This design comes from an exercise in tuning for small area, a short achievable clock period and few clock cycles on the open sky130 flow, not from production work. RTL that was checked went through simulation tests only; none was proved equivalent to the original. Function not checked in runs 3 to 6: the RTL went through the layout flow alone. No activity file was given, so power comes from the tool's default toggle rates.

--- constraint.sdc ---
create_clock -name core_clock -period 7.0 [get_ports {clk}]
set_input_delay 1.4000 -clock core_clock [delete_from_list [all_inputs] [get_ports {clk}]]
set_output_delay 1.4000 -clock core_clock [all_outputs]
set_load 0.01 [all_outputs]
--- config.mk ---
export PLATFORM = sky130hd
export DESIGN_NAME = isotp_receive_reassembler
export DESIGN_NICKNAME = isotp_receive_reassembler
export VERILOG_FILES = /design/flow/design.v
export SDC_FILE = /design/flow/constraint.sdc
export NUM_CORES = 4
export LEC_CHECK = 0
export CAP_MARGIN = 20
export CORE_MARGIN = 2
export CORE_UTILIZATION = 40
export SETUP_SLACK_MARGIN = 4.4
export SLEW_MARGIN = 20
--- run.sh ---
#!/bin/bash
# synth_recipe.tcl (not shown) runs the flow's synth.tcl, then flattens the netlist and writes it again
# the make line also repeats each setting of config.mk as NAME=value (left out here)
make -C /OpenROAD-flow-scripts/flow DESIGN_CONFIG=/design/flow/config.mk WORK_HOME=/design/flow/orfs CLKGATE_MAP_FILE= SYNTH_SCRIPT=/design/flow/synth_recipe.tcl finish
--- design.v ---
package isotp_rx_pkg;
	localparam logic [1:0] OP_ARM   = 2'd0;
	localparam logic [1:0] OP_FRAME = 2'd1;
	localparam logic [1:0] OP_ABORT = 2'd2;
	localparam logic [1:0] KIND_BYTE  = 2'd0;
	localparam logic [1:0] KIND_FLOW  = 2'd1;
	localparam logic [1:0] KIND_ERROR = 2'd2;
	localparam logic [2:0] ERR_SINGLE = 3'd0;
	localparam logic [2:0] ERR_FIRST  = 3'd1;
	localparam logic [2:0] ERR_SEQ    = 3'd2;
	localparam logic [2:0] ERR_SHORT  = 3'd3;
	localparam logic [2:0] ERR_TYPE   = 3'd4;
endpackage
import isotp_rx_pkg::*;
module isotp_receive_reassembler #(
	parameter int MAX_MESSAGE_BYTES = 64
) (
	input  logic       clk,
	input  logic       arst_n,
	input  logic       in_valid,
	output logic       in_ready,
	input  logic [1:0] op,
	input  logic [3:0] dlc,
	input  logic [7:0] byte_0,
	input  logic [7:0] byte_1,
	input  logic [7:0] byte_2,
	input  logic [7:0] byte_3,
	input  logic [7:0] byte_4,
	input  logic [7:0] byte_5,
	input  logic [7:0] byte_6,
	input  logic [7:0] byte_7,
	output logic       out_valid,
	input  logic       out_ready,
	output logic [1:0] kind,
	output logic [7:0] data_byte,
	output logic [5:0] byte_index,
	output logic [6:0] msg_length,
	output logic [2:0] error_code,
	output logic       last
);
	logic       in_ready_q;
	logic       armed_q, multi_q;
	logic [3:0] seq_q;
	logic [6:0] total_q;
	logic [5:0] rem_q;       
	logic [3:0] ck_q;        
	logic [9:1] wk_q;        
	logic       w0_q;        
	logic [1:0] qcnt_q;      
	logic [8:0] qe0_q, qe1_q;
	logic       ov_q;
	logic [1:0] kind_q;
	logic [7:0] data_q;
	logic [5:0] idx_q;
	logic [6:0] len_q;
	logic [2:0] code_q;
	logic       last_q;
	logic       active_q;    
	logic [5:0] r_q;         
	logic [511:0] st;        
	logic       acc, frame;
	logic [3:0] pci, nib;
	logic       sf_ok, ff_ok, cf_seq_ok, cf_len_ok, cf_last;
	logic [2:0] copy;
	logic       sf_good, ff_good, cf_good, cf_mid, cf_end, seq_err;
	logic       push, push_stream;
	logic [8:0] push_e;
	assign acc   = in_valid && in_ready_q;
	assign pci   = byte_0[7:4];
	assign nib   = byte_0[3:0];
	assign frame = acc && op == OP_FRAME && armed_q && dlc != 4'd0;
	assign sf_ok     = nib != 4'd0 && !nib[3] && (dlc[3] || nib < dlc);
	assign ff_ok     = dlc[3] && nib == 4'd0 && byte_1 >= 8'd8 && byte_1 <= 8'(MAX_MESSAGE_BYTES);
	assign cf_last   = rem_q[5:3] == 3'd0;
	assign copy      = cf_last ? rem_q[2:0] : 3'd7;
	assign cf_seq_ok = nib == seq_q;
	assign cf_len_ok = dlc[3] || copy < dlc[2:0];
	assign sf_good = frame && pci == 4'h0 && sf_ok;
	assign ff_good = frame && pci == 4'h1 && ff_ok;
	assign cf_good = frame && pci == 4'h2 && multi_q && cf_seq_ok && cf_len_ok;
	assign cf_mid  = cf_good && !cf_last;
	assign cf_end  = cf_good && cf_last;
	assign seq_err = frame && pci == 4'h2 && multi_q && !cf_seq_ok;
	assign push        = frame && !cf_mid;
	assign push_stream = sf_good || cf_end;
	always_comb begin
		push_e = {KIND_ERROR, 4'd0, ERR_TYPE};
		if (pci == 4'h0) begin
			if (sf_ok) push_e = {KIND_BYTE, 3'd0, nib};
			else       push_e = {KIND_ERROR, 4'd0, ERR_SINGLE};
		end else if (pci == 4'h1) begin
			if (!dlc[3])    push_e = {KIND_ERROR, 4'd0, ERR_TYPE};
			else if (ff_ok) push_e = {KIND_FLOW, 7'd0};
			else            push_e = {KIND_ERROR, 4'd0, ERR_FIRST};
		end else if (pci == 4'h2 && multi_q) begin
			if (!cf_seq_ok)      push_e = {KIND_ERROR, 4'd0, ERR_SEQ};
			else if (!cf_len_ok) push_e = {KIND_ERROR, 4'd0, ERR_SHORT};
			else                 push_e = {KIND_BYTE, total_q};
		end
	end
	logic armed_d, multi_d;
	logic [3:0] ck_d;
	always_comb begin
		armed_d = armed_q;
		multi_d = multi_q;
		if (acc && op == OP_ARM) begin
			armed_d = 1'b1;
			multi_d = 1'b0;
		end else if (acc && op == OP_ABORT) begin
			armed_d = 1'b0;
			multi_d = 1'b0;
		end else if (sf_good || cf_end) begin
			armed_d = 1'b0;
			multi_d = 1'b0;
		end else if (ff_good) begin
			multi_d = 1'b1;
		end else if (seq_err) begin
			multi_d = 1'b0;
		end
	end
	assign ck_d = ff_good ? 4'd1 : cf_good ? ck_q + 4'd1 : ck_q;
	always_ff @(posedge clk or negedge arst_n) begin
		if (!arst_n) begin
			armed_q <= 1'b0;
			multi_q <= 1'b0;
		end else begin
			armed_q <= armed_d;
			multi_q <= multi_d;
		end
	end
	always_ff @(posedge clk) begin
		ck_q <= ck_d;
		if (ff_good) begin
			seq_q   <= 4'd1;
			total_q <= byte_1[6:0];
			rem_q   <= byte_1[5:0] - 6'd6;
		end else if (cf_good) begin
			seq_q <= seq_q + 4'd1;
			rem_q <= rem_q - 6'd7;
		end
	end
	logic       out_free, pop, load_byte, s_last;
	logic [1:0] h_kind;
	logic [6:0] h_val;
	logic [7:0] rd;
	assign out_free  = !ov_q || out_ready;
	assign h_kind    = qe0_q[8:7];
	assign h_val     = qe0_q[6:0];
	assign pop       = out_free && !active_q && qcnt_q != 2'd0;
	assign rd        = st[8*r_q +: 8];
	assign load_byte = active_q || h_kind == KIND_BYTE;
	assign s_last    = active_q ? ({1'b0, r_q} + 7'd1 == len_q) : (h_val == 7'd1);
	logic [6:0] a_same, a_next;
	logic [6:0] lx;
	logic       p_same, p_next, p_one;
	logic       qs, qs_np, active_d, x0, room_np, room_p;
	logic       t_none, t_arm, t_abort, t_err, t_seq, t_done, t_ff, t_mid, ir_d;
	always_comb begin
		case (ck_q)
			4'd1:    a_same = 7'd6;
			4'd2:    a_same = 7'd13;
			4'd3:    a_same = 7'd20;
			4'd4:    a_same = 7'd27;
			4'd5:    a_same = 7'd34;
			4'd6:    a_same = 7'd41;
			4'd7:    a_same = 7'd48;
			4'd8:    a_same = 7'd55;
			default: a_same = 7'd62;
		endcase
	end
	assign a_next = a_same + 7'd7;
	assign lx     = active_q ? len_q : h_val;
	assign p_same = {1'b0, r_q} > a_same + 7'd6 || lx <= a_same;
	assign p_next = {1'b0, r_q} > a_next + 7'd6 || lx <= a_next;
	assign p_one  = r_q > 6'd12 || lx <= 7'd6;
	assign qs = (qcnt_q != 2'd0 && qe0_q[8:7] == KIND_BYTE) ||
	            (qcnt_q == 2'd2 && qe1_q[8:7] == KIND_BYTE);
	assign qs_np    = pop ? (qcnt_q == 2'd2 && qe1_q[8:7] == KIND_BYTE) : qs;
	assign room_np  = qcnt_q != 2'd2 || pop;
	assign room_p   = qcnt_q == 2'd0 || (qcnt_q == 2'd1 && pop);
	assign active_d = !out_free ? active_q :
	                  active_q  ? !s_last :
	                  (pop && h_kind == KIND_BYTE && h_val != 7'd1);
	assign x0 = !active_d || r_q >= 6'd7;
	assign t_none  = room_np && (!armed_q || (!qs_np && x0)) &&
	                 (!multi_q || (!qs_np && (!active_d || p_same)));
	assign t_arm   = room_np && !qs_np && x0;
	assign t_abort = room_np;
	assign t_err   = room_p && (!armed_q || (!qs_np && x0)) &&
	                 (!multi_q || (!qs_np && (!active_d || p_same)));
	assign t_seq   = room_p && !qs_np && x0;
	assign t_done  = room_p;
	assign t_ff    = room_p && !qs_np && x0 && (!active_d || p_one);
	assign t_mid   = room_np && !qs_np && x0 && (!active_d || p_next);
	always_comb begin
		ir_d = t_none;
		if (acc) begin
			if (op == OP_ARM) ir_d = t_arm;
			else if (op == OP_ABORT) ir_d = t_abort;
			else if (frame) begin
				if (sf_good || cf_end) ir_d = t_done;
				else if (ff_good) ir_d = t_ff;
				else if (cf_mid) ir_d = t_mid;
				else if (seq_err) ir_d = t_seq;
				else ir_d = t_err;
			end
		end
	end
	always_ff @(posedge clk or negedge arst_n) begin
		if (!arst_n) begin
			in_ready_q <= 1'b1;
			w0_q       <= 1'b0;
			wk_q       <= '0;
		end else begin
			in_ready_q <= ir_d;
			w0_q       <= ir_d && armed_d;
			for (int k = 1; k <= 9; k++) wk_q[k] <= ir_d && multi_d && ck_d == 4'(k);
		end
	end
	assign in_ready = in_ready_q;
	logic [7:0][7:0] b;
	logic            we0;
	assign b   = {byte_7, byte_6, byte_5, byte_4, byte_3, byte_2, byte_1, byte_0};
	assign we0 = in_valid && w0_q &&
	             (!multi_q || (op == OP_FRAME && (pci == 4'h0 ? sf_ok : pci == 4'h1 && ff_ok)));
	for (genvar i = 0; i < 6; i++) begin : g_c0
		always_ff @(posedge clk) begin
			if (we0) st[8*i +: 8] <= byte_0[4] ? b[i + 2] : b[i + 1];
		end
	end
	always_ff @(posedge clk) begin
		if ((we0 && !byte_0[4]) || (in_valid && wk_q[1])) st[48 +: 8] <= byte_0[5] ? byte_1 : byte_7;
	end
	for (genvar i = 7; i < MAX_MESSAGE_BYTES; i++) begin : g_cf
		always_ff @(posedge clk) begin
			if (in_valid && wk_q[(i + 1) / 7]) st[8*i +: 8] <= b[(i + 1) % 7 + 1];
		end
	end
	always_ff @(posedge clk or negedge arst_n) begin
		if (!arst_n) begin
			qcnt_q <= 2'd0;
		end else begin
			qcnt_q <= qcnt_q + 2'(push) - 2'(pop);
		end
	end
	always_ff @(posedge clk) begin
		if (pop) qe0_q <= qe1_q;
		if (push) begin
			if (qcnt_q == 2'd0 || (qcnt_q == 2'd1 && pop)) qe0_q <= push_e;
			else qe1_q <= push_e;
		end
	end
	always_ff @(posedge clk or negedge arst_n) begin
		if (!arst_n) begin
			ov_q     <= 1'b0;
			active_q <= 1'b0;
			r_q      <= 6'd0;
		end else if (out_free) begin
			ov_q <= active_q || qcnt_q != 2'd0;
			if (active_q || pop) begin
				if (load_byte && !s_last) begin
					active_q <= 1'b1;
					r_q      <= r_q + 6'd1;
				end else begin
					active_q <= 1'b0;
					r_q      <= 6'd0;
				end
			end
		end
	end
	always_ff @(posedge clk) begin
		if (out_free && (active_q || pop)) begin
			kind_q <= active_q ? KIND_BYTE : h_kind;
			data_q <= load_byte ? rd : 8'd0;
			idx_q  <= r_q;
			if (!active_q) len_q <= (h_kind == KIND_BYTE) ? h_val : 7'd0;
			code_q <= (!active_q && h_kind == KIND_ERROR) ? h_val[2:0] : 3'd0;
			last_q <= load_byte ? s_last : 1'b1;
		end
	end
	assign out_valid  = ov_q;
	assign kind       = kind_q;
	assign data_byte  = data_q;
	assign byte_index = idx_q;
	assign msg_length = len_q;
	assign error_code = code_q;
	assign last       = last_q;
endmodule
==> impl_metrics.yaml, run 1 <==
run_status:
  run_status: "finished clean"
timing:
  grt_setup_unrepaired: "yes"
  finClkSkew_ns: 0.0292
  max-slew-margin-rel_pct: 35.0
  layout_worst_path_cycle_share_pct: 45.2
  tightest_slew_ns: 0.975
  final-hold-violation-count: 0
  timing_max_transition_violations_final: 0
  finish_stage_setup_viols: 0
  final_critical_period_ns: 3.17
  setup-tns-final_ns: 0
  achievable-frequency_ghz: 0.316
detailed_routing:
  drtPass1Iterations: 5
  detailedRoute.firstIterationViolations: 1270
  route.antenna.remaining_nets: 0
  drt-total-wl_um: 69400
  route.detailed.drc: 0
  drt-vias-per-instance: 5.61
  routedWlPerCell_um: 26.8
  detailroute.via_count: 14500
floorplanning:
  io_pins: 103
  design.die.area_um2: 66700
  die_y_um: 258
  initial_utilization_pct: 40.3
  core-area_um2: 64200
  num_rows: 93
  dieWidth_um: 258
synthesis:
  synth_edf_count: 561
  netlist.area_leader.share_pct: 65.1
  synth_most_common_cell: "sky130_fd_sc_hd__edfxtp_1"
  top_post_synthesis_cells_by_count: "sky130_fd_sc_hd__edfxtp_1, sky130_fd_sc_hd__mux4_2, sky130_fd_sc_hd__mux2_2"
  ys_async_sr_fraction_pct: 3.79
  netlist.top_cell.by_area: "sky130_fd_sc_hd__edfxtp_1"
  ys_seq_elements: 607
  post_synth_inst_count: 1375
  synthesized_netlist_net_count: 1496
  yosysSeqAreaShare_pct: 69.2
  ys_types: 72
  synthFlopType: "sky130_fd_sc_hd__edfxtp_1"
  synth.area.top_cells: "sky130_fd_sc_hd__edfxtp_1, sky130_fd_sc_hd__mux4_2, sky130_fd_sc_hd__mux2_2, sky130_fd_sc_hd__ha_1, sky130_fd_sc_hd__dfrtp_1"
  post_synth_instance_area_um2: 25900
  yosys_warnings: 1
  syn_area_per_cell_um2: 18.8
critical_path:
  critical_path.endpoint_type: "flop"
  crit_required_ns: 7.50
  crit_path_max_fanout: 13
  arrival_ns: 3.66
  critical_path_class: "input pin to flop"
  crit_path_start_kind: "input pin"
  ff2ff_setup_slack_ns: 3.84
power_and_ir_drop:
  seq_power_share_pct: 39.0
  internal-power_mw: 7.84
  clock_power_share_pct: 31.0
  netSwitchingFraction_pct: 28.3
  power-per-cell-area_nw_per_um2: 331
  total_leakage_power_nw: 11.1
  worst_ir_drop_vdd_mv: 0.222
  total_switching_power_mw: 3.10
  power_mw: 10.9
  part_of_the_power_in_combinational_logic_pct: 30.0
run:
  max_cap_viol_count: 0
placed_design:
  gpl_wtd_cong: 0.834
  io_buffer_count: 102
  detailed_place_hpwl_um: 35600
  place_inst: 2292
global_routing:
  grt_start_max_net_pins: 57
  grt_first_pass_wirelength_um: 98900
  globalRouteTotalUtil_pct: 20.3
  grt_overflow: 0
  vias_in_the_first_global_route: 14800
  antenna_found_initial: 6
clocking:
  worst_setup_hold_path_clk_slew_ns: 0.07
  clock_tree.htree_level_count: 3
  cts.sink_count: 607
  clkLatencyLatePin_ns: 0.61
  clk_path_buf_depth: 3
  inserted_clock_buffers: 67
  clock_tree.root_cell: "sky130_fd_sc_hd__clkbuf_16"
  tritoncts_clock_tree: "built"
cells_and_area:
  area_delta_synth_final_pct: 27.8
  design.final.nets: 1797
  layout-drive-gt1-share_pct: 41.7
  post_layout_nonfiller_instances: 2585
min_path:
  timing.hold.worst.class: "flop to flop"
-- flip-flops by register name, indices dropped and copies added (netlist names), 3 cells and up --
name     cells
a_same       6
len_q        7
wk_q         9
rem_q        6
ck_q         4
code_q       3
qe1_q        9
total_q      7
r_q          6
st         512
data_q       8
qe0_q        9
idx_q        6
seq_q        4
-- area by class of cell --
class / instances / area [um^2]
inverter: 30 / 150
sequential: 607 / 17900
timing repair inverter: 1 / 16.3
clock inverter: 36 / 334
timing repair buffer: 288 / 3290
clock buffer: 85 / 1740
antenna: 2 / 5.00
tap: 855 / 1070
fill: 5101 / 31200
multi-input combinational: 681 / 8540
-- worst paths after layout --
path                                      start                   end  cells past startpoint
max                                   out_ready     wk_q[5]$_DFF_PN0_                     11
min                          qe1_q[2]$_DFFE_PP_      qe0_q[2]$_DFF_P_                      2
max reg2reg                a_same[2]$_SDFF_PP1_     wk_q[5]$_DFF_PN0_                     16
min reg2reg                  qe1_q[2]$_DFFE_PP_      qe0_q[2]$_DFF_P_                      2
max in group asynchronous                arst_n  in_ready_q$_DFF_PN1_                      2
min in group asynchronous                arst_n   qcnt_q[0]$_DFF_PN0_                      2
-- per-stage QoR --
step	hold WS (ns)	area, um^2	worst slack [ns]	util [%]
finish	0.520	33100	3.83	51.5
global route	0.547	33100	3.71	51.5
CTS	0.522	32100	3.86	50.0
detailed placement	0.515	28100	2.08	43.7
global placement	0.509	28100	2.13	43.7
floorplan	0.454	26200	3.22	-
-- power by group through the flow --
| stage | Combinational [mW] | Sequential [mW] | Clock, mW |
|---|---|---|---|
| after floorplan | 1.82 | 4.31 | 0 |
| final | 3.29 | 4.27 | 3.39 |
| after global placement | 2.28 | 4.48 | 0 |
| after global routing | 3.48 | 4.29 | 3.57 |
| after CTS | 3.09 | 4.27 | 3.44 |
| after detailed placement | 2.30 | 4.48 | 0 |
-- layout by cell type (no fill, tap or decap), drive strengths merged, types with 6 or more instances in the layout --
cell / synthesis / routed
edfxtp: 561 / 561
buf: 37 / 221
mux4: 168 / 168
clkbuf: 21 / 93
mux2: 60 / 60
nand2: 52 / 52
clkdlybuf4s50: 0 / 50
ha: 47 / 47
nor2: 45 / 45
o21ai: 44 / 44
inv: 30 / 34
a21oi: 28 / 29
clkinv: 0 / 28
and2: 27 / 27
xnor2: 24 / 24
dfxtp: 23 / 23
dfrtp: 22 / 22
nand3: 21 / 21
nor3: 20 / 20
nor2b: 19 / 19
mux2i: 13 / 13
xor2: 13 / 13
nand2b: 10 / 10
o211ai: 6 / 6
a21o: 6 / 6
and3: 6 / 6
nor4: 6 / 6
-- worst max-delay path: stages --
cell and delay [ns]:
sky130_fd_sc_hd__clkdlybuf4s50_1 0.49, sky130_fd_sc_hd__nor2b_2 0.07, sky130_fd_sc_hd__nor3_2 0.19, sky130_fd_sc_hd__buf_6 0.22, sky130_fd_sc_hd__nand3_1 0.14, sky130_fd_sc_hd__and4b_1 0.25
sky130_fd_sc_hd__a211oi_2 0.26, sky130_fd_sc_hd__o211ai_2 0.16, sky130_fd_sc_hd__o21ai_4 0.19, sky130_fd_sc_hd__inv_2 0.09, sky130_fd_sc_hd__and3_4 0.18
-- routing by layer --
metal | GRT usage, % | vias up | routed length, um
li1 | - | 6216 | -
met1 | 27.1 | 7713 | 29100
met2 | 33.7 | 437 | 34300
met3 | 4.03 | 117 | 4060
met4 | 6.23 | 8 | 1790
met5 | 0 | - | 52
-- cell families after synthesis --
logic type / after synthesis / share of synthesized area [%]
flops: 607 / 69.2
mux: 241 / 17.7
simple gates: 229 / 4.72
compound gates: 126 / 3.21
buf+inv: 88 / 1.62
fa+ha+maj: 47 / 2.27
xor+xnor: 37 / 1.28
-- repair_timing --
| item | 4_1_cts | 5_1_grt |
|---|---|---|
| hold buffers | 0 | 0 |
| buffers inserted | 94 | 48 |
| pin swaps | 59 | 44 |
| endpoints found under the setup margin | 621 | 143 |
| resized for setup | 377 | 93 |
| gates cloned | 20 | 8 |
Testbench counts, summed over its fixed seeds: cycles 15,949.
==> run 2: changes to the inputs <==
--- a/config.mk
+++ b/config.mk
@@ -10,3 +10,3 @@
 export CORE_UTILIZATION = 40
-export SETUP_SLACK_MARGIN = 4.4
+export SETUP_SLACK_MARGIN = 4.0
 export SLEW_MARGIN = 20
==> run 2 against run 1 <==
  * Still clean on timing, DRC and antenna
  * Critical path depth grew 5
  * Worst hold slack better by 0.0054 ns
  * Sequential power about the same
  * Fmax decreased by 0.40%
  * Die area unchanged
  * Power fell by 4.1%
  * Non-clock buffer count down 67
  * Clock-buffer cell count down 10
  * Clock skew is 0.0085 ns lower
  * First-iteration DRC count increased by 8.2%
  * Register-to-register slack lost 0.02 ns
  * Synthesized cell count unchanged
==> impl_metrics.yaml, run 2 <==
run_status:
  run_status: "finished clean"
floorplanning:
  core-area_um2: 64200
  io_pins: 103
  design.die.area_um2: 66700
  die_y_um: 258
  dieWidth_um: 258
  num_rows: 93
  initial_utilization_pct: 40.3
detailed_routing:
  detailroute.via_count: 14100
  route.detailed.drc: 0
  drtPass1Iterations: 5
  drt-vias-per-instance: 5.62
  drt-total-wl_um: 64600
  route.antenna.remaining_nets: 0
  routedWlPerCell_um: 25.7
  detailedRoute.firstIterationViolations: 1374
cells_and_area:
  mostFrequentLayoutCells: "sky130_fd_sc_hd__edfxtp_1, sky130_fd_sc_hd__mux4_2, sky130_fd_sc_hd__buf_4, sky130_fd_sc_hd__clkdlybuf4s50_1, sky130_fd_sc_hd__clkbuf_16"
  largest_register_ff_count: 512
  postLayoutCoreUtil_pct: 49.5
  area_delta_synth_final_pct: 23.0
  final.fill_count: 5314
  design_area_um2: 31800
  final_common_cell: "sky130_fd_sc_hd__edfxtp_1"
  design.final.nets: 1724
  largest_register: "st"
  layout-drive-gt1-share_pct: 35.3
  post_layout_nonfiller_instances: 2512
synthesis:
  synth_xor_area_share_pct: 1.28
  synth_edf_count: 561
  netlist.area_leader.share_pct: 65.1
  synth_top_family_by_area: "multiplexers"
  post_synth_inst_count: 1375
  synth_most_common_cell: "sky130_fd_sc_hd__edfxtp_1"
  yosysSeqAreaShare_pct: 69.2
  ys_seq_elements: 607
  synth.area.top_cells: "sky130_fd_sc_hd__edfxtp_1, sky130_fd_sc_hd__mux4_2, sky130_fd_sc_hd__mux2_2, sky130_fd_sc_hd__ha_1, sky130_fd_sc_hd__dfrtp_1"
  syn_area_per_cell_um2: 18.8
  synthFlopType: "sky130_fd_sc_hd__edfxtp_1"
  synth-adder-area-share_pct: 2.27
  netlist.top_cell.by_area: "sky130_fd_sc_hd__edfxtp_1"
  synth-compound-area-share_pct: 3.21
  ys_types: 72
  yosys_warnings: 1
  top_post_synthesis_cells_by_count: "sky130_fd_sc_hd__edfxtp_1, sky130_fd_sc_hd__mux4_2, sky130_fd_sc_hd__mux2_2"
  ys_async_sr_fraction_pct: 3.79
  simple_logic_cell_fraction_of_the_synthesized_area_pct: 4.72
  multiplexer_fraction_of_the_synthesized_cell_area_pct: 17.7
  post_synth_instance_area_um2: 25900
  synthesized_netlist_net_count: 1496
critical_path:
  ff2ff_setup_slack_ns: 3.82
  worstReg2RegStart: "a_same[2]$_SDFF_PP1_"
  r2r-end: "wk_q[1]$_DFF_PN0_"
  worstRegToRegCells: 16
  crit_path_start_kind: "flop"
  critical_path_class: "flop to flop"
  crit_path_max_fanout: 5
  crit_required_ns: 7.53
  critical_path.endpoint_type: "flop"
  arrival_ns: 3.71
power_and_ir_drop:
  seq_power_share_pct: 40.8
  worst_ir_drop_vdd_mv: 0.208
  total_leakage_power_nw: 10.5
  total_switching_power_mw: 2.89
  clock_power_share_pct: 32.9
  internal-power_mw: 7.61
  netSwitchingFraction_pct: 27.6
  power-per-cell-area_nw_per_um2: 330
  part_of_the_power_in_combinational_logic_pct: 26.3
  power_mw: 10.5
clocking:
  clkLatencyLatePin_ns: 0.65
  worst_setup_hold_path_clk_slew_ns: 0.07
  clock_tree.root_cell: "sky130_fd_sc_hd__clkbuf_16"
  cts.sink_count: 607
  inserted_clock_buffers: 61
  clk_path_buf_depth: 3
  clock_tree.htree_level_count: 2
  hold_buffers: 0
  tritoncts_clock_tree: "built"
min_path:
  whs_endpoint: "qe0_q[5]$_DFF_P_"
  hold_path_depth: 2
  min-delay-start: "qe1_q[5]$_DFFE_PP_"
  timing.hold.worst.class: "flop to flop"
timing:
  tightest_slew_ns: 0.997
  timing.hold.ws_ns: 0.526
  final_critical_period_ns: 3.18
  final-hold-violation-count: 0
  achievable-frequency_ghz: 0.315
  timing.final.ws_setup_ns: 3.82
  finClkSkew_ns: 0.0207
  grt_setup_unrepaired: "yes"
  layout_worst_path_cycle_share_pct: 45.4
  finish_stage_setup_viols: 0
  setup-tns-final_ns: 0
  timing_max_transition_violations_final: 0
  max-slew-margin-rel_pct: 33.0
placed_design:
  detailed_place_hpwl_um: 34600
  place_area_um2: 28100
  place_inst: 2301
  io_buffer_count: 102
  gpl_wtd_cong: 0.826
  dp_slack_ns: 2.20
global_routing:
  grt_start_max_net_pins: 57
  vias_in_the_first_global_route: 14400
  grt_first_pass_wirelength_um: 95100
  grt_overflow: 0
  globalRouteTotalUtil_pct: 19.3
  antenna_found_initial: 4
run:
  max_cap_viol_count: 0
==> run 2: cell type report <==
class / count / area [um^2] / share of cell area (%)
timing repair inverter: 1 / 6.26 / 0.0197
clock inverter: 41 / 469 / 1.47
sequential: 607 / 17900 / 56.3
tap: 855 / 1070 / 3.36
multi-input combinational: 681 / 8230 / 25.9
inverter: 30 / 149 / 0.468
timing repair buffer: 221 / 2300 / 7.22
antenna: 1 / 2.50 / 0.00787
clock buffer: 75 / 1680 / 5.29
==> run 2: metal layers <==
layer	global-route usage, %	share of wire (%)	vias up
met2	32.2	50	400
met5	0	0.063	-
met1	26.6	43	7561
met4	5.48	2.2	6
met3	2.79	5.0	91
li1	-	-	6053
==> run 2: logic make-up after synthesis <==
family	count (synthesis)
fa+ha+maj	47
xor+xnor	37
flops	607
compound gates	126
buf+inv	88
mux	241
simple gates	229
==> run 2: how the worst max path moves through the flow <==
stage | end | slack [ns] | cells past startpoint | from
floorplan | st[48]$_DFFE_PP_ | 3.22 | 7 | byte_0[1]
global placement | st[18]$_DFFE_PP_ | 2.21 | 10 | byte_1[2]
detailed placement | st[10]$_DFFE_PP_ | 2.20 | 10 | byte_1[2]
CTS | wk_q[1]$_DFF_PN0_ | 3.86 | 16 | a_same[1]$_SDFF_PP1_
global route | wk_q[1]$_DFF_PN0_ | 3.68 | 17 | a_same[1]$_SDFF_PP1_
finish | wk_q[1]$_DFF_PN0_ | 3.82 | 16 | a_same[2]$_SDFF_PP1_
==> run 2: power by group through the flow <==
| stage | Sequential [mW] | Combinational (mW) | Clock (mW) |
|---|---|---|---|
| after floorplan | 4.31 | 1.77 | 0 |
| after global placement | 4.47 | 2.29 | 0 |
| after detailed placement | 4.47 | 2.31 | 0 |
| after CTS | 4.30 | 2.74 | 3.52 |
| after global routing | 4.30 | 2.96 | 3.66 |
| final | 4.28 | 2.76 | 3.46 |
==> run 2: what timing repair did <==
item / CTS / global route
setup buffers: 70 / 16
cloned: 8 / 0
pin swaps: 37 / 25
endpoints found under the setup margin: 150 / 84
gates resized for setup: 151 / 57
==> run 2: worst max-delay path: stages (launching register included) <==
cell and delay, ns:
sky130_fd_sc_hd__dfxtp_4 0.35, sky130_fd_sc_hd__inv_4 0.08, sky130_fd_sc_hd__ha_4 0.14, sky130_fd_sc_hd__a21boi_4 0.20
sky130_fd_sc_hd__xnor2_2 0.12, sky130_fd_sc_hd__buf_4 0.16, sky130_fd_sc_hd__nor3_4 0.17, sky130_fd_sc_hd__xor2_1 0.17
sky130_fd_sc_hd__ha_1 0.27, sky130_fd_sc_hd__o21a_1 0.11, sky130_fd_sc_hd__o211ai_1 0.19, sky130_fd_sc_hd__o32ai_2 0.14
sky130_fd_sc_hd__a221oi_2 0.32, sky130_fd_sc_hd__o211ai_2 0.15, sky130_fd_sc_hd__o21ai_4 0.23, sky130_fd_sc_hd__inv_2 0.10
sky130_fd_sc_hd__and3_4 0.17
==> run 3: changes to the inputs <==
--- a/design.v
+++ b/design.v
@@ -46,4 +46,2 @@
 	logic [3:0] ck_q;        
-	logic [9:1] wk_q;        
-	logic       w0_q;        
 	logic [1:0] qcnt_q;      
@@ -152,68 +150,29 @@
 	assign s_last    = active_q ? ({1'b0, r_q} + 7'd1 == len_q) : (h_val == 7'd1);
-	logic [6:0] a_same, a_next;
-	logic [6:0] lx;
-	logic       p_same, p_next, p_one;
-	logic       qs, qs_np, active_d, x0, room_np, room_p;
-	logic       t_none, t_arm, t_abort, t_err, t_seq, t_done, t_ff, t_mid, ir_d;
+	logic [6:0] a_ck;
+	logic       qs, qroom_p, p0, p1, pc, pc1, ir_d;
 	always_comb begin
 		case (ck_q)
-			4'd1:    a_same = 7'd6;
-			4'd2:    a_same = 7'd13;
-			4'd3:    a_same = 7'd20;
-			4'd4:    a_same = 7'd27;
-			4'd5:    a_same = 7'd34;
-			4'd6:    a_same = 7'd41;
-			4'd7:    a_same = 7'd48;
-			4'd8:    a_same = 7'd55;
-			default: a_same = 7'd62;
+			4'd1:    a_ck = 7'd6;
+			4'd2:    a_ck = 7'd13;
+			4'd3:    a_ck = 7'd20;
+			4'd4:    a_ck = 7'd27;
+			4'd5:    a_ck = 7'd34;
+			4'd6:    a_ck = 7'd41;
+			4'd7:    a_ck = 7'd48;
+			4'd8:    a_ck = 7'd55;
+			default: a_ck = 7'd62;
 		endcase
 	end
-	assign a_next = a_same + 7'd7;
-	assign lx     = active_q ? len_q : h_val;
-	assign p_same = {1'b0, r_q} > a_same + 7'd6 || lx <= a_same;
-	assign p_next = {1'b0, r_q} > a_next + 7'd6 || lx <= a_next;
-	assign p_one  = r_q > 6'd12 || lx <= 7'd6;
+	assign p0  = r_q >= 6'd7;
+	assign p1  = r_q > 6'd12 || len_q <= 7'd6;
+	assign pc  = {1'b0, r_q} > a_ck + 7'd6 || len_q <= a_ck;
+	assign pc1 = {1'b0, r_q} > a_ck + 7'd13 || len_q <= a_ck + 7'd7;
 	assign qs = (qcnt_q != 2'd0 && qe0_q[8:7] == KIND_BYTE) ||
 	            (qcnt_q == 2'd2 && qe1_q[8:7] == KIND_BYTE);
-	assign qs_np    = pop ? (qcnt_q == 2'd2 && qe1_q[8:7] == KIND_BYTE) : qs;
-	assign room_np  = qcnt_q != 2'd2 || pop;
-	assign room_p   = qcnt_q == 2'd0 || (qcnt_q == 2'd1 && pop);
-	assign active_d = !out_free ? active_q :
-	                  active_q  ? !s_last :
-	                  (pop && h_kind == KIND_BYTE && h_val != 7'd1);
-	assign x0 = !active_d || r_q >= 6'd7;
-	assign t_none  = room_np && (!armed_q || (!qs_np && x0)) &&
-	                 (!multi_q || (!qs_np && (!active_d || p_same)));
-	assign t_arm   = room_np && !qs_np && x0;
-	assign t_abort = room_np;
-	assign t_err   = room_p && (!armed_q || (!qs_np && x0)) &&
-	                 (!multi_q || (!qs_np && (!active_d || p_same)));
-	assign t_seq   = room_p && !qs_np && x0;
-	assign t_done  = room_p;
-	assign t_ff    = room_p && !qs_np && x0 && (!active_d || p_one);
-	assign t_mid   = room_np && !qs_np && x0 && (!active_d || p_next);
-	always_comb begin
-		ir_d = t_none;
-		if (acc) begin
-			if (op == OP_ARM) ir_d = t_arm;
-			else if (op == OP_ABORT) ir_d = t_abort;
-			else if (frame) begin
-				if (sf_good || cf_end) ir_d = t_done;
-				else if (ff_good) ir_d = t_ff;
-				else if (cf_mid) ir_d = t_mid;
-				else if (seq_err) ir_d = t_seq;
-				else ir_d = t_err;
-			end
-		end
-	end
-	always_ff @(posedge clk or negedge arst_n) begin
-		if (!arst_n) begin
-			in_ready_q <= 1'b1;
-			w0_q       <= 1'b0;
-			wk_q       <= '0;
-		end else begin
-			in_ready_q <= ir_d;
-			w0_q       <= ir_d && armed_d;
-			for (int k = 1; k <= 9; k++) wk_q[k] <= ir_d && multi_d && ck_d == 4'(k);
-		end
+	assign qroom_p = push ? (qcnt_q == 2'd0 || (qcnt_q == 2'd1 && pop)) : (qcnt_q != 2'd2 || pop);
+	assign ir_d = qroom_p && (!(armed_q || (acc && op == OP_ARM)) ||
+	              (!qs && (!(active_q && !(out_free && s_last)) || (p0 && p1 && (!multi_q || (pc && pc1))))));
+	always_ff @(posedge clk or negedge arst_n) begin
+		if (!arst_n) in_ready_q <= 1'b1;
+		else in_ready_q <= ir_d;
 	end
@@ -223,3 +182,5 @@
 	assign b   = {byte_7, byte_6, byte_5, byte_4, byte_3, byte_2, byte_1, byte_0};
-	assign we0 = in_valid && w0_q &&
+	logic rdy;
+	assign rdy = in_valid && in_ready_q;
+	assign we0 = rdy && armed_q &&
 	             (!multi_q || (op == OP_FRAME && (pci == 4'h0 ? sf_ok : pci == 4'h1 && ff_ok)));
@@ -231,3 +192,3 @@
 	always_ff @(posedge clk) begin
-		if ((we0 && !byte_0[4]) || (in_valid && wk_q[1])) st[48 +: 8] <= byte_0[5] ? byte_1 : byte_7;
+		if ((we0 && !byte_0[4]) || (rdy && multi_q && ck_q == 4'd1)) st[48 +: 8] <= byte_0[5] ? byte_1 : byte_7;
 	end
@@ -235,3 +196,3 @@
 		always_ff @(posedge clk) begin
-			if (in_valid && wk_q[(i + 1) / 7]) st[8*i +: 8] <= b[(i + 1) % 7 + 1];
+			if (rdy && multi_q && ck_q == 4'((i + 1) / 7)) st[8*i +: 8] <= b[(i + 1) % 7 + 1];
 		end
==> run 3 against run 2 <==
  * Still clean on timing, DRC and antenna
  * First-iteration DRC count fell by 23%
  * Global-route usage barely moved
  * Fmax rose by 5.9%
  * Power fell by 6.6%
  * Largest cell class unchanged
  * Sequential share of layout area rose by 1.5 points
  * Critical path type is now input pin to flop
  * Wire length fell by 2.5%
  * Worst setup slack improved by 0.18 ns
  * Cell count fell by 3.8%
  * Clock skew rose by 0.0041 ns
  * Clock-buffer cell count rose by 10
  * Combinational power fell by 21%
  * Synthesized area fell by 2.5%
  * Critical endpoint is now in_ready_q$_DFF_PN1_
==> impl_metrics.yaml, run 3 <==
power_and_ir_drop:
  clock_power_share_pct: 34.2
  internal-power_mw: 7.15
  seq_power_share_pct: 43.6
  power_mw: 9.81
  power-per-cell-area_nw_per_um2: 321
  netSwitchingFraction_pct: 27.1
  total_leakage_power_nw: 10.3
  part_of_the_power_in_combinational_logic_pct: 22.2
  total_switching_power_mw: 2.66
  worst_ir_drop_vdd_mv: 0.221
placed_design:
  place_inst: 2230
  detailed_place_hpwl_um: 34600
  dp_slack_ns: 2.16
  gpl_wtd_cong: 0.799
  io_buffer_count: 102
  place_area_um2: 27500
clocking:
  hold_buffers: 0
  cts.sink_count: 597
  worst_setup_hold_path_clk_slew_ns: 0.06
  inserted_clock_buffers: 66
  clock_tree.root_cell: "sky130_fd_sc_hd__clkbuf_16"
  clk_path_buf_depth: 3
  clkLatencyLatePin_ns: 0.61
  tritoncts_clock_tree: "built"
  clock_tree.htree_level_count: 3
synthesis:
  synth_most_common_cell: "sky130_fd_sc_hd__edfxtp_1"
  ys_seq_elements: 597
  ys_types: 74
  netlist.top_cell.by_area: "sky130_fd_sc_hd__edfxtp_1"
  synth_xor_area_share_pct: 1.32
  multiplexer_fraction_of_the_synthesized_cell_area_pct: 18.0
  synth_top_family_by_area: "multiplexers"
  synth-adder-area-share_pct: 2.48
  synth_edf_count: 561
  syn_area_per_cell_um2: 19.2
  yosysSeqAreaShare_pct: 69.9
  synth.area.top_cells: "sky130_fd_sc_hd__edfxtp_1, sky130_fd_sc_hd__mux4_2, sky130_fd_sc_hd__mux2_2, sky130_fd_sc_hd__ha_1, sky130_fd_sc_hd__dfxtp_1"
  synthesized_netlist_net_count: 1438
  top_post_synthesis_cells_by_count: "sky130_fd_sc_hd__edfxtp_1, sky130_fd_sc_hd__mux4_2, sky130_fd_sc_hd__mux2_2"
  synthFlopType: "sky130_fd_sc_hd__edfxtp_1"
  post_synth_instance_area_um2: 25200
  simple_logic_cell_fraction_of_the_synthesized_area_pct: 3.83
  synth-compound-area-share_pct: 2.92
  ys_async_sr_fraction_pct: 2.18
  yosys_warnings: 1
  netlist.area_leader.share_pct: 66.8
  post_synth_inst_count: 1314
critical_path:
  ff2ff_setup_slack_ns: 4.09
  critical_path_class: "input pin to flop"
  r2r-end: "a_ck[3]$_DFF_P_"
  crit_chain: "buf_12 -> buf_12 -> nor4b_4 -> buf_4 -> nand2_4 -> nor4_4 -> inv_1 -> o21ai_4 -> buf_4 -> buf_6 -> buf_4 -> o21ai_1 -> a221oi_2"
  crit_required_ns: 7.50
  worstReg2RegStart: "rem_q[4]$_DFFE_PP_"
  critical_path.endpoint_type: "flop"
  critical_path.max_stage_delay_ns: 0.35
  crit_top_cell: "sky130_fd_sc_hd__buf_4"
  timing.critical_path.slowest_stage_cell: "sky130_fd_sc_hd__nor4_4"
  crit_path_start_kind: "input pin"
  worstRegToRegCells: 15
  arrival_ns: 3.50
  crit_path_max_fanout: 4
cells_and_area:
  design_area_um2: 30500
  area_delta_synth_final_pct: 21.1
  design.final.nets: 1644
  layout-drive-gt1-share_pct: 32.2
  mostFrequentLayoutCells: "sky130_fd_sc_hd__edfxtp_1, sky130_fd_sc_hd__mux4_2, sky130_fd_sc_hd__clkbuf_16, sky130_fd_sc_hd__clkdlybuf4s50_1"
  largest_register: "st"
  postLayoutCoreUtil_pct: 48.7
  final_common_cell: "sky130_fd_sc_hd__edfxtp_1"
  post_layout_nonfiller_instances: 2417
  reg.largest.list: "st x512, qe0_q x9, qe1_q x9"
  largest_register_ff_count: 512
timing:
  achievable-frequency_ghz: 0.333
  layout_worst_path_cycle_share_pct: 42.9
  timing.final.ws_setup_ns: 4.00
  max-slew-margin-rel_pct: 20.8
  grt_setup_unrepaired: "yes"
  final-hold-violation-count: 0
  finClkSkew_ns: 0.0248
  final_critical_period_ns: 3.00
  tightest_slew_ns: 1.19
  setup-tns-final_ns: 0
  timing.hold.ws_ns: 0.533
  finish_stage_setup_viols: 0
  timing_max_transition_violations_final: 0
min_path:
  hold_path_depth: 2
  whs_endpoint: "seq_q[1]$_SDFFE_PP0P_"
  min-delay-start: "seq_q[1]$_SDFFE_PP0P_"
  timing.hold.worst.class: "flop to flop"
floorplanning:
  num_rows: 92
  dieWidth_um: 255
  die_y_um: 255
  io_pins: 103
  design.die.area_um2: 65100
  core-area_um2: 62700
  initial_utilization_pct: 40.2
global_routing:
  grt_first_pass_wirelength_um: 90600
  grt_start_max_net_pins: 57
  grt_overflow: 0
  vias_in_the_first_global_route: 13800
  globalRouteTotalUtil_pct: 19.3
  antenna_found_initial: 7
run_status:
  run_status: "finished clean"
detailed_routing:
  route.detailed.drc: 0
  detailroute.via_count: 13500
  drtPass1Iterations: 6
  drt-vias-per-instance: 5.57
  routedWlPerCell_um: 26.0
  route.antenna.remaining_nets: 0
  drt-total-wl_um: 62900
  detailedRoute.firstIterationViolations: 1064
run:
  max_cap_viol_count: 0
run 3: cell types whose count changed after synthesis, sizes merged, moves of 11 or more:
cell   before  now
nor2       45   26
o21ai      44   31
mux2       60   76
mux4      168  154
nand3      21   10
run 3: what timing repair did:
item / 4_1_cts / 5_1_grt
pin swaps: 23 / 21
setup buffers: 37 / 23
cloned: 4 / 4
setup endpoints to repair: 351 / 87
resized for setup: 109 / 45
run 3: worst max-delay path by stage:
stage,startpoint,slack (ns),endpoint,cells after the start
final,byte_0[4],4.00,in_ready_q$_DFF_PN1_,13
after floorplan,byte_0[1],2.97,st[48]$_DFFE_PP_,6
after CTS,r_q[2]$_DFFE_PN0P_,4.00,data_q[0]$_SDFFCE_PN0P_,5
after global routing,byte_0[4],3.87,qcnt_q[1]$_DFF_PN0_,13
after detailed placement,byte_1[1],2.16,st[52]$_DFFE_PP_,10
after global placement,byte_1[1],2.26,st[52]$_DFFE_PP_,10
run 3: area by class of cell:
cell class / count / area, um^2
timing repair buffer: 194 / 1960
timing repair inverter: 1 / 8.76
sequential: 597 / 17600
tap: 846 / 1060
multi-input combinational: 626 / 7620
inverter: 34 / 144
antenna: 1 / 2.50
clock inverter: 33 / 288
clock buffer: 85 / 1800
fill: 5130 / 32200
run 3: critical path: cells and delay by family:
kind | cells | cell delay [ns]
buffers and inverters | 7 | 0.86
AND/OR/NAND/NOR | 3 | 0.68
AO/OA/AOI/OAI | 3 | 0.56
run 3: kinds of logic after synthesis:
kind of cell / count (synthesis)
flops: 597
mux: 251
simple gates: 173
compound gates: 113
buf+inv: 92
fa+ha+maj: 50
xor+xnor: 38
run 3: power groups by stage:
stage	registers [mW]	logic, mW	clock network [mW]
final	4.28	2.17	3.35
after global routing	4.30	2.33	3.55
after CTS	4.30	2.14	3.42
after global placement	4.40	1.97	0
after floorplan	4.22	1.46	0
after detailed placement	4.40	1.99	0
run 3: metal layers:
| metal | GRT usage (%) | vias up | wire (um) |
|---|---|---|---|
| li1 | - | 5782 | - |
| met1 | 26.4 | 7130 | 27000 |
| met2 | 31.3 | 423 | 30500 |
| met3 | 4.13 | 108 | 3840 |
| met4 | 5.50 | 10 | 1470 |
| met5 | 0 | - | 69 |
==> run 4: changes to the inputs <==
--- a/config.mk
+++ b/config.mk
@@ -10,3 +10,3 @@
 export CORE_UTILIZATION = 40
-export SETUP_SLACK_MARGIN = 4.0
+export SETUP_SLACK_MARGIN = 4.3
 export SLEW_MARGIN = 20
==> run 4 against run 3 <==
  * Core utilization increased by 0.84 points
  * Power decreased by 0.21%
  * Combinational power up 9.7%
  * Non-clock buffer count is 33 higher
  * Global-route usage is 0.36 points higher
  * Via count increased by 0.97%
  * Cell count up 1.3%
==> impl_metrics.yaml, run 4 <==
critical_path:
  cp.depth: 11
  cp.buffers_inverters: 6
  timing.critical_path.slowest_stage_cell: "sky130_fd_sc_hd__or3_4"
  timing.critical_path.to: "st[3]$_DFFE_PP_"
  arrival_ns: 3.35
  crit_path_max_fanout: 6
  crit_top_cell: "sky130_fd_sc_hd__buf_12"
  crit_required_ns: 7.37
  worstReg2RegStart: "rem_q[3]$_DFFE_PP_"
  ff2ff_setup_slack_ns: 4.08
  crit_chain: "buf_8 -> or3_4 -> or3_4 -> nor3_4 -> buf_6 -> o21ai_4 -> a21oi_4 -> buf_12 -> buf_12 -> buf_12 -> buf_16"
  crit_path_start_kind: "input pin"
  critical_path_class: "input pin to flop"
  critical_path.max_stage_delay_ns: 0.38
  r2r-end: "a_ck[3]$_DFF_P_"
  worstSetupStartpoint: "byte_0[2]"
  worstRegToRegCells: 15
  critical_path.endpoint_type: "flop"
  cp_top_family: "simple AND/OR/NAND/NOR gates"
global_routing:
  globalRouteTotalUtil_pct: 19.7
  grt_overflow: 0
  grt_start_max_net_pins: 62
  antenna_found_initial: 4
  grt_first_pass_wirelength_um: 93300
  vias_in_the_first_global_route: 14100
synthesis:
  synth_edf_count: 561
  synthFlopType: "sky130_fd_sc_hd__edfxtp_1"
  ys_types: 74
  synthesized_netlist_net_count: 1438
  yosys_warnings: 1
  post_synth_inst_count: 1314
  yosysSeqAreaShare_pct: 69.9
  netlist.area_leader.share_pct: 66.8
  top_post_synthesis_cells_by_count: "sky130_fd_sc_hd__edfxtp_1, sky130_fd_sc_hd__mux4_2, sky130_fd_sc_hd__mux2_2"
  synth_most_common_cell: "sky130_fd_sc_hd__edfxtp_1"
  netlist.top_cell.by_area: "sky130_fd_sc_hd__edfxtp_1"
  post_synth_instance_area_um2: 25200
  synth.area.top_cells: "sky130_fd_sc_hd__edfxtp_1, sky130_fd_sc_hd__mux4_2, sky130_fd_sc_hd__mux2_2, sky130_fd_sc_hd__ha_1, sky130_fd_sc_hd__dfxtp_1"
  ys_seq_elements: 597
  ys_async_sr_fraction_pct: 2.18
  syn_area_per_cell_um2: 19.2
cells_and_area:
  final_common_cell: "sky130_fd_sc_hd__edfxtp_1"
  design.final.nets: 1675
  final.fill_count: 5089
  largest_register_ff_count: 512
  largest_register: "st"
  area_delta_synth_final_pct: 23.2
  layout-drive-gt1-share_pct: 36.2
  reg.largest.list: "st x512, qe0_q x9, qe1_q x9"
  antenna_cells_inserted: 0
  mostFrequentLayoutCells: "sky130_fd_sc_hd__edfxtp_1, sky130_fd_sc_hd__mux4_2, sky130_fd_sc_hd__buf_4, sky130_fd_sc_hd__mux2_2, sky130_fd_sc_hd__clkbuf_16"
  postLayoutCoreUtil_pct: 49.5
detailed_routing:
  drt-total-wl_um: 62800
  drtPass1Iterations: 5
  drt-vias-per-instance: 5.55
  route.antenna.remaining_nets: 0
  route.detailed.drc: 0
  detailroute.via_count: 13600
  routedWlPerCell_um: 25.6
  detailedRoute.firstIterationViolations: 1258
run_status:
  run_status: "finished clean"
floorplanning:
  core-area_um2: 62700
  dieWidth_um: 255
  io_pins: 103
  design.die.area_um2: 65100
  initial_utilization_pct: 40.2
  die_y_um: 255
  num_rows: 92
clocking:
  worst_setup_hold_path_clk_slew_ns: 0.06
  clock_tree.root_cell: "sky130_fd_sc_hd__clkbuf_16"
  clock_tree.htree_level_count: 2
  cts.sink_count: 597
  clk_path_buf_depth: 3
  clkLatencyLatePin_ns: 0.65
  tritoncts_clock_tree: "built"
  inserted_clock_buffers: 61
  hold_buffers: 0
timing:
  final-hold-violation-count: 0
  tightest_slew_ns: 1.03
  final_critical_period_ns: 2.98
  finClkSkew_ns: 0.0370
  timing.hold.ws_ns: 0.543
  max-slew-margin-rel_pct: 31.5
  timing_max_transition_violations_final: 0
  grt_setup_unrepaired: "yes"
  achievable-frequency_ghz: 0.336
  layout_worst_path_cycle_share_pct: 42.6
  setup-tns-final_ns: 0
  finish_stage_setup_viols: 0
  timing.final.ws_setup_ns: 4.02
power_and_ir_drop:
  worst_ir_drop_vdd_mv: 0.260
  power_mw: 9.79
  power-per-cell-area_nw_per_um2: 315
  total_leakage_power_nw: 10.5
placed_design:
  detailed_place_hpwl_um: 34100
  io_buffer_count: 102
  dp_slack_ns: 2.32
  gpl_wtd_cong: 0.834
min_path:
  timing.hold.worst.class: "flop to flop"
run:
  max_cap_viol_count: 0
==> run 4: cell count changes in the layout (fill, tap and decap cells not counted), moves of 5 or more <==
cell / delta
sky130_fd_sc_hd__buf_16: +9
sky130_fd_sc_hd__and2_4: +5
sky130_fd_sc_hd__buf_2: +16
sky130_fd_sc_hd__clkinv_2: +15
sky130_fd_sc_hd__clkbuf_16: -10
sky130_fd_sc_hd__clkdlybuf4s15_1: +15
sky130_fd_sc_hd__clkbuf_1: -6
sky130_fd_sc_hd__buf_6: +8
sky130_fd_sc_hd__inv_1: -6
sky130_fd_sc_hd__buf_12: +10
sky130_fd_sc_hd__ha_1: -5
sky130_fd_sc_hd__dlygate4sd2_1: -11
sky130_fd_sc_hd__buf_4: +10
sky130_fd_sc_hd__clkdlybuf4s50_1: -18
==> run 4: worst min-delay path by stage <==
stage	cells past startpoint	to	slack (ns)	from
detailed placement	2	seq_q[1]$_SDFFE_PP0P_	0.53	seq_q[1]$_SDFFE_PP0P_
finish	1	in_ready_q$_DFF_PN1_	0.54	qcnt_q[1]$_DFF_PN0_
CTS	2	seq_q[1]$_SDFFE_PP0P_	0.53	seq_q[1]$_SDFFE_PP0P_
global route	1	in_ready_q$_DFF_PN1_	0.57	qcnt_q[1]$_DFF_PN0_
floorplan	0	idx_q[0]$_DFFE_PP_	0.45	r_q[0]$_DFFE_PN0P_
global placement	1	in_ready_q$_DFF_PN1_	0.51	qcnt_q[1]$_DFF_PN0_
==> run 4: cells by family after synthesis <==
family | after synthesis | share of synthesized area (%)
AOI/OAI and AO/OA | 113 | 2.92
xor gates and xnor gates | 38 | 1.32
adders and majority gates | 50 | 2.48
buffers and inverters | 92 | 1.50
DFF | 597 | 69.9
muxes | 251 | 18.0
and+or+nand+nor | 173 | 3.83
==> run 4: where the power goes <==
| part | switching [mW] | internal, mW |
|---|---|---|
| combinational | 1.14 | 1.24 |
| clock | 1.39 | 1.78 |
| sequential | 0.158 | 4.07 |
| total | 2.69 | 7.10 |
==> run 4: metrics by stage <==
step                area (um^2)  instances
floorplan                 25500       1314
global placement          27500       2227
detailed placement        27500       2227
CTS                       30700       2422
global route              31100       2449
finish                    31100       2449
==> run 4: worst register-to-register path: cells and delay by family (launching register included) <==
family | cells | cell delay, ns
flip-flops | 1 | 0.44
AO/OA/AOI/OAI | 2 | 0.37
multiplexers | 1 | 0.26
AND/OR/NAND/NOR | 6 | 0.76
adder cells (fa/ha/maj) | 2 | 0.44
buffers and inverters | 4 | 0.52
==> run 4: area by class of cell <==
class	instances	area [um^2]	share of cell area (%)
Clock buffer	69	1560	5.01
Clock inverter	46	397	1.28
Inverter	34	159	0.512
Multi-Input combinational cell	629	7760	25.0
Sequential cell	597	17700	56.9
Tap cell	846	1060	3.41
Timing Repair Buffer	227	2460	7.91
Timing Repair inverter	1	8.76	0.0282
==> run 4: per-layer routing <==
metal	GRT usage [%]	share of wire (%)	wire, um	up-vias
met4	4.06	1.7	1050	6
met2	32.8	50	31200	359
met1	27.2	43	27200	7266
met3	3.42	5.3	3330	89
li1	-	-	-	5863
met5	0	0.056	35	-
==> run 4: repair_timing <==
| action | 4_1_cts | 5_1_grt |
|---|---|---|
| gates cloned | 14 | 1 |
| gates resized for setup | 242 | 57 |
| pin swaps | 29 | 21 |
| buffers inserted | 66 | 25 |
| setup endpoints to repair | 569 | 146 |
==> run 5: changes to the inputs <==
--- a/config.mk
+++ b/config.mk
@@ -10,3 +10,3 @@
 export CORE_UTILIZATION = 40
-export SETUP_SLACK_MARGIN = 4.3
+export SETUP_SLACK_MARGIN = 4.6
 export SLEW_MARGIN = 20
==> run 5 against run 4 <==
  * Still clean
  * Clock skew fell by 0.0060 ns
  * Clock power rose by 4%
  * Clock-buffer cell count fell by 1
  * Critical endpoint is now a_ck[3]$_DFF_P_
==> impl_metrics.yaml, run 5 <==
run_status:
  run_status: "finished clean"
floorplanning:
  io_pins: 103
  num_rows: 92
  dieWidth_um: 255
  initial_utilization_pct: 40.2
  design.die.area_um2: 65100
  core-area_um2: 62700
  die_y_um: 255
cells_and_area:
  largest_register: "st"
  final_common_cell: "sky130_fd_sc_hd__edfxtp_1"
  largest_register_ff_count: 512
  final.fill_count: 4882
  layout-drive-gt1-share_pct: 42.2
  area_used_by_multi_input_combinational_logic_um2: 8200
  post_layout_nonfiller_instances: 2515
  reg.largest.list: "st x512, qe0_q x9, qe1_q x9"
  area_delta_synth_final_pct: 28.9
  design.final.nets: 1745
  ff_latch_area_um2: 17700
  mostFrequentLayoutCells: "sky130_fd_sc_hd__edfxtp_1, sky130_fd_sc_hd__mux4_2, sky130_fd_sc_hd__buf_4, sky130_fd_sc_hd__clkbuf_16, sky130_fd_sc_hd__mux2_2"
detailed_routing:
  drtPass1Iterations: 5
  detailroute.via_count: 14300
  drt-total-wl_um: 71200
  route.antenna.remaining_nets: 0
  routedWlPerCell_um: 28.3
  drt-vias-per-instance: 5.69
  route.detailed.drc: 0
  detailedRoute.firstIterationViolations: 1315
synthesis:
  yosys_warnings: 1
  syn_area_per_cell_um2: 19.2
  synth_edf_count: 561
  netlist.area_leader.share_pct: 66.8
  synth_most_common_cell: "sky130_fd_sc_hd__edfxtp_1"
  netlist.top_cell.by_area: "sky130_fd_sc_hd__edfxtp_1"
  ys_types: 74
  synthFlopType: "sky130_fd_sc_hd__edfxtp_1"
  yosysSeqAreaShare_pct: 69.9
  ys_async_sr_fraction_pct: 2.18
  top_post_synthesis_cells_by_count: "sky130_fd_sc_hd__edfxtp_1, sky130_fd_sc_hd__mux4_2, sky130_fd_sc_hd__mux2_2"
  synth.area.top_cells: "sky130_fd_sc_hd__edfxtp_1, sky130_fd_sc_hd__mux4_2, sky130_fd_sc_hd__mux2_2, sky130_fd_sc_hd__ha_1, sky130_fd_sc_hd__dfxtp_1"
  post_synth_instance_area_um2: 25200
  post_synth_inst_count: 1314
  ys_seq_elements: 597
  synthesized_netlist_net_count: 1438
global_routing:
  globalRouteTotalUtil_pct: 21.7
  grt_first_pass_wirelength_um: 101000
  vias_in_the_first_global_route: 14700
  antenna_found_initial: 5
  grt_overflow: 0
  grt_start_max_net_pins: 60
clocking:
  clock_tree.htree_level_count: 2
  worst_setup_hold_path_clk_slew_ns: 0.06
  clock_tree.root_cell: "sky130_fd_sc_hd__clkbuf_16"
  clkLatencyLatePin_ns: 0.65
  clk_path_buf_depth: 3
  cts.sink_count: 597
  inserted_clock_buffers: 61
  tritoncts_clock_tree: "built"
timing:
  layout_worst_path_cycle_share_pct: 43.2
  max-slew-margin-rel_pct: 28.5
  grt_setup_unrepaired: "yes"
  tightest_slew_ns: 1.07
  finClkSkew_ns: 0.0310
  final-hold-violation-count: 0
  timing.final.ws_setup_ns: 3.98
  finish_stage_setup_viols: 0
  timing.hold.ws_ns: 0.548
  final_critical_period_ns: 3.02
  timing_max_transition_violations_final: 0
  setup-tns-final_ns: 0
  achievable-frequency_ghz: 0.331
critical_path:
  critical_path_class: "input pin to flop"
  worstSetupStartpoint: "op[1]"
  crit_path_max_fanout: 5
  arrival_ns: 3.54
  crit_path_start_kind: "input pin"
  crit_required_ns: 7.52
  critical_path.endpoint_type: "flop"
  worstReg2RegStart: "rem_q[5]$_DFFE_PP_"
placed_design:
  dp_slack_ns: 2.10
  place_inst: 2225
  io_buffer_count: 102
  gpl_wtd_cong: 0.813
  detailed_place_hpwl_um: 33900
power_and_ir_drop:
  total_leakage_power_nw: 11.0
  worst_ir_drop_vdd_mv: 0.208
  power-per-cell-area_nw_per_um2: 315
min_path:
  timing.hold.worst.class: "flop to flop"
  min-delay-start: "seq_q[3]$_SDFFE_PP0P_"
run:
  max_cap_viol_count: 0
-- run 5: cell counts after synthesis --
No cell type changed its count.
-- run 5: cell families (layout without fill, tap and decap cells) --
kind of cell | count (synthesis) | after routing | share of synthesized area (%)
AND/OR/NAND/NOR | 173 | 188 | 3.83
other | 0 | 2 | 0
flip-flops | 597 | 597 | 69.9
AO/OA/AOI/OAI | 113 | 114 | 2.92
buffers and inverters | 92 | 429 | 1.50
adder cells (fa/ha/maj) | 50 | 50 | 2.48
multiplexers | 251 | 251 | 18.0
XOR/XNOR | 38 | 38 | 1.32
-- run 5: per-layer routing --
layer	GRT usage (%)	part of all wire [%]
met1	29.0	41
met2	35.3	49
met3	4.94	7.3
met4	7.44	2.6
met5	0	0.059
-- run 5: final timing paths --
kind | endpoint | depth (start not counted) | slack [ns]
min in group asynchronous | r_q[2]$_DFFE_PN0P_ | 1 | 1.22
worst min register to register | seq_q[3]$_SDFFE_PP0P_ | 2 | 0.55
max in group asynchronous | r_q[0]$_DFFE_PN0P_ | 1 | 5.22
worst min-delay path | seq_q[3]$_SDFFE_PP0P_ | 2 | 0.55
worst max-delay path | a_ck[3]$_DFF_P_ | 9 | 3.98
worst max register to register | a_ck[3]$_DFF_P_ | 13 | 4.02
-- run 5: area by class of cell --
cell class / count / area share [%]
multi-input combinational: 641 / 25.2
timing repair inverter: 3 / 0.0770
sequential: 597 / 54.4
inverter: 34 / 0.539
tap: 846 / 3.26
antenna: 2 / 0.0154
timing repair buffer: 283 / 10.4
clock inverter: 41 / 1.32
clock buffer: 68 / 4.85
-- run 5: what timing repair did --
| action | CTS | global route |
|---|---|---|
| hold endpoints to repair | 0 | 0 |
| pin swaps | 44 | 41 |
| endpoints found under the setup margin | 649 | 489 |
| hold buffers | 0 | 0 |
| resized for setup | 373 | 61 |
| gates cloned | 33 | 7 |
| buffers inserted | 93 | 46 |
-- run 5: critical path, stage by stage --
cell                            delay [ns]
sky130_fd_sc_hd__dlygate4sd2_1        0.28
sky130_fd_sc_hd__nor2b_4              0.13
sky130_fd_sc_hd__or3b_4               0.40
sky130_fd_sc_hd__nor4_4               0.29
sky130_fd_sc_hd__buf_6                0.20
sky130_fd_sc_hd__nand4_4              0.10
sky130_fd_sc_hd__xnor2_2              0.19
sky130_fd_sc_hd__or2_4                0.25
sky130_fd_sc_hd__mux2_4               0.29
-- run 5: stage by stage --
| step | utilization (%) | power, mW | area, um^2 |
|---|---|---|---|
| after detailed placement | 43.9 | 6.40 | 27600 |
| after global placement | 43.9 | 6.39 | 27600 |
| after floorplan | - | 5.71 | 25700 |
| final | 51.8 | 10.2 | 32500 |
| after global routing | 51.8 | 10.6 | 32500 |
| after CTS | 50.4 | 10.2 | 31600 |
-- run 5: power breakdown --
part           switching [mW]  total, mW  internal (mW)
Sequential              0.126       4.20           4.07
Clock                    1.39       3.30           1.91
Combinational            1.34       2.75           1.41
Total                    2.86       10.2           7.39
==> run 6: changes to the inputs <==
--- a/config.mk
+++ b/config.mk
@@ -7,2 +7,3 @@
 export LEC_CHECK = 0
+export ABC_CLOCK_PERIOD_IN_PS = 2800
 export CAP_MARGIN = 20
@@ -10,3 +11,3 @@
 export CORE_UTILIZATION = 40
-export SETUP_SLACK_MARGIN = 4.6
+export SETUP_SLACK_MARGIN = 4.3
 export SLEW_MARGIN = 20
==> run 6 against run 5 <==
  * Still clean
  * Clock skew up 0.0060 ns
  * Power down 4.5%
  * Clock power down 4%
  * Flip-flop and latch count unchanged
  * Wire length down 12%
  * Core utilization down 2.3 points
==> impl_metrics.yaml, run 6 <==
clocking:
  cts.sink_count: 597
  clk_path_buf_depth: 3
  tritoncts_clock_tree: "built"
  inserted_clock_buffers: 61
  clock_tree.htree_level_count: 2
  clock_tree.root_cell: "sky130_fd_sc_hd__clkbuf_16"
  worst_setup_hold_path_clk_slew_ns: 0.06
  clkLatencyLatePin_ns: 0.65
synthesis:
  yosys_warnings: 1
  ys_seq_elements: 597
  top_post_synthesis_cells_by_count: "sky130_fd_sc_hd__edfxtp_1, sky130_fd_sc_hd__mux4_2, sky130_fd_sc_hd__mux2_2"
  syn_area_per_cell_um2: 19.2
  synthesized_netlist_net_count: 1438
  netlist.top_cell.by_area: "sky130_fd_sc_hd__edfxtp_1"
  synth.area.top_cells: "sky130_fd_sc_hd__edfxtp_1, sky130_fd_sc_hd__mux4_2, sky130_fd_sc_hd__mux2_2, sky130_fd_sc_hd__ha_1, sky130_fd_sc_hd__dfxtp_1"
  synth_most_common_cell: "sky130_fd_sc_hd__edfxtp_1"
  synth_edf_count: 561
  netlist.area_leader.share_pct: 66.8
  post_synth_instance_area_um2: 25200
  yosysSeqAreaShare_pct: 69.9
  synthFlopType: "sky130_fd_sc_hd__edfxtp_1"
  ys_types: 74
  ys_async_sr_fraction_pct: 2.18
  post_synth_inst_count: 1314
critical_path:
  crit_chain: "buf_8 -> or3_4 -> or3_4 -> nor3_4 -> buf_6 -> o21ai_4 -> a21oi_4 -> buf_12 -> buf_12 -> buf_12 -> buf_16"
  crit_path_max_fanout: 6
  arrival_ns: 3.35
  crit_path_start_kind: "input pin"
  critical_path.max_stage_delay_ns: 0.38
  critical_path.endpoint_type: "flop"
  cp.buffers_inverters: 6
  cp_top_family: "simple AND/OR/NAND/NOR gates"
  crit_required_ns: 7.37
  timing.critical_path.slowest_stage_cell: "sky130_fd_sc_hd__or3_4"
  critical_path_class: "input pin to flop"
  crit_top_cell: "sky130_fd_sc_hd__buf_12"
cells_and_area:
  design_area_um2: 31100
  final.fill_count: 5089
  design.final.nets: 1675
  largest_register: "st"
  area_delta_synth_final_pct: 23.2
  area_used_by_multi_input_combinational_logic_um2: 7760
  mostFrequentLayoutCells: "sky130_fd_sc_hd__edfxtp_1, sky130_fd_sc_hd__mux4_2, sky130_fd_sc_hd__buf_4, sky130_fd_sc_hd__mux2_2, sky130_fd_sc_hd__clkbuf_16"
  ff_latch_area_um2: 17700
  largest_register_ff_count: 512
  final_common_cell: "sky130_fd_sc_hd__edfxtp_1"
  antenna_cells_inserted: 0
  reg.largest.list: "st x512, qe0_q x9, qe1_q x9"
  layout-drive-gt1-share_pct: 36.2
placed_design:
  place_area_um2: 27500
  io_buffer_count: 102
  gpl_wtd_cong: 0.834
  detailed_place_hpwl_um: 34100
detailed_routing:
  route.antenna.remaining_nets: 0
  route.detailed.drc: 0
  detailedRoute.firstIterationViolations: 1258
  drt-total-wl_um: 62800
  drt-vias-per-instance: 5.55
  drtPass1Iterations: 5
  detailroute.via_count: 13600
  routedWlPerCell_um: 25.6
timing:
  finClkSkew_ns: 0.0370
  finish_stage_setup_viols: 0
  timing_max_transition_violations_final: 0
  layout_worst_path_cycle_share_pct: 42.6
  final-hold-violation-count: 0
  final_critical_period_ns: 2.98
  setup-tns-final_ns: 0
  max-slew-margin-rel_pct: 31.5
  tightest_slew_ns: 1.03
  achievable-frequency_ghz: 0.336
  grt_setup_unrepaired: "yes"
floorplanning:
  dieWidth_um: 255
  design.die.area_um2: 65100
  core-area_um2: 62700
  initial_utilization_pct: 40.2
  io_pins: 103
  die_y_um: 255
  num_rows: 92
global_routing:
  grt_start_max_net_pins: 62
  vias_in_the_first_global_route: 14100
  antenna_found_initial: 4
  grt_first_pass_wirelength_um: 93300
  globalRouteTotalUtil_pct: 19.7
  grt_overflow: 0
run:
  max_cap_viol_count: 0
power_and_ir_drop:
  worst_ir_drop_vdd_mv: 0.260
  power-per-cell-area_nw_per_um2: 315
  total_leakage_power_nw: 10.5
run_status:
  run_status: "finished clean"
min_path:
  timing.hold.worst.class: "flop to flop"
==> run 6: cell counts after synthesis <==
Identical to the previous run, type by type.
==> run 6: per-layer routing <==
layer  vias to the layer above  GRT usage [%]  part of all wire (%)
met3                        89           3.42                   5.3
met4                         6           4.06                   1.7
met5                         -              0                 0.056
met2                       359           32.8                    50
li1                       5863              -                     -
met1                      7266           27.2                    43
==> run 6: repair_timing <==
item / CTS / global route
gates resized for setup: 242 / 57
gates cloned: 14 / 1
setup endpoints to repair: 569 / 146
pin swaps: 29 / 21
setup buffers: 66 / 25
hold buffers: 0 / 0
==> run 6: logic make-up (layout without fill, tap and decap cells) <==
family / Yosys count / count (layout) / synth area share [%]
simple gates: 173 / 177 / 3.83
compound gates: 113 / 113 / 2.92
buf+inv: 92 / 377 / 1.50
xor+xnor: 38 / 38 / 1.32
fa+ha+maj: 50 / 50 / 2.48
mux: 251 / 251 / 18.0
flops: 597 / 597 / 69.9
==> run 6: cell type report <==
cell class / instances / share of cell area (%)
Timing Repair Buffer: 227 / 7.91
Timing Repair inverter: 1 / 0.0282
Tap cell: 846 / 3.41
Clock inverter: 46 / 1.28
Inverter: 34 / 0.512
Sequential cell: 597 / 56.9
Clock buffer: 69 / 5.01
Multi-Input combinational cell: 629 / 25.0
==> run 6: path summary, 6_finish.rpt <==
path                                     start                   end  slack [ns]  depth (start not counted)
setup / recovery                     byte_0[2]       st[3]$_DFFE_PP_        4.02                         11
hold / removal             qcnt_q[1]$_DFF_PN0_  in_ready_q$_DFF_PN1_        0.54                          1
setup reg to reg            rem_q[3]$_DFFE_PP_       a_ck[3]$_DFF_P_        4.08                         15
hold reg to reg            qcnt_q[1]$_DFF_PN0_  in_ready_q$_DFF_PN1_        0.54                          1
max in group asynchronous               arst_n    r_q[0]$_DFFE_PN0P_        5.28                          1
min in group asynchronous               arst_n    r_q[1]$_DFFE_PN0P_        1.20                          1
==> run 6: where the power goes <==
| part | internal, mW | switching, mW |
|---|---|---|
| combinational | 1.24 | 1.14 |
| sequential | 4.07 | 0.158 |
| clock | 1.78 | 1.39 |
| total | 7.10 | 2.69 |
==> run 6: worst register-to-register path, delay by kind of cell (launching register included) <==
kind | cells | cell delay, ns
compound gates | 2 | 0.37
mux | 1 | 0.26
simple gates | 6 | 0.76
buf+inv | 4 | 0.52
fa+ha+maj | 2 | 0.44
flops | 1 | 0.44
==> run 6: per-stage QoR <==
stage / utilization, % / total power [mW] / hold WS [ns] / std cells / setup WS, ns
after floorplan: - / 5.69 / 0.451 / 1314 / 2.97
after global placement: 43.8 / 6.37 / 0.512 / 2227 / 2.39
after detailed placement: 43.8 / 6.39 / 0.525 / 2227 / 2.32
after CTS: 48.9 / 9.82 / 0.534 / 2422 / 4.05
after global routing: 49.5 / 10.2 / 0.567 / 2449 / 3.98
final: 49.5 / 9.79 / 0.543 / 2449 / 4.02

Re-timed with assumed drivers on the ports (clkbuf_16 on the clock, buf_2 on other inputs), run 6 has 4.039 ns of setup slack against 4.020 ns with ideal ports, and 3.347 ns once port delays also move by the mid clock arrival of 0.693 ns.
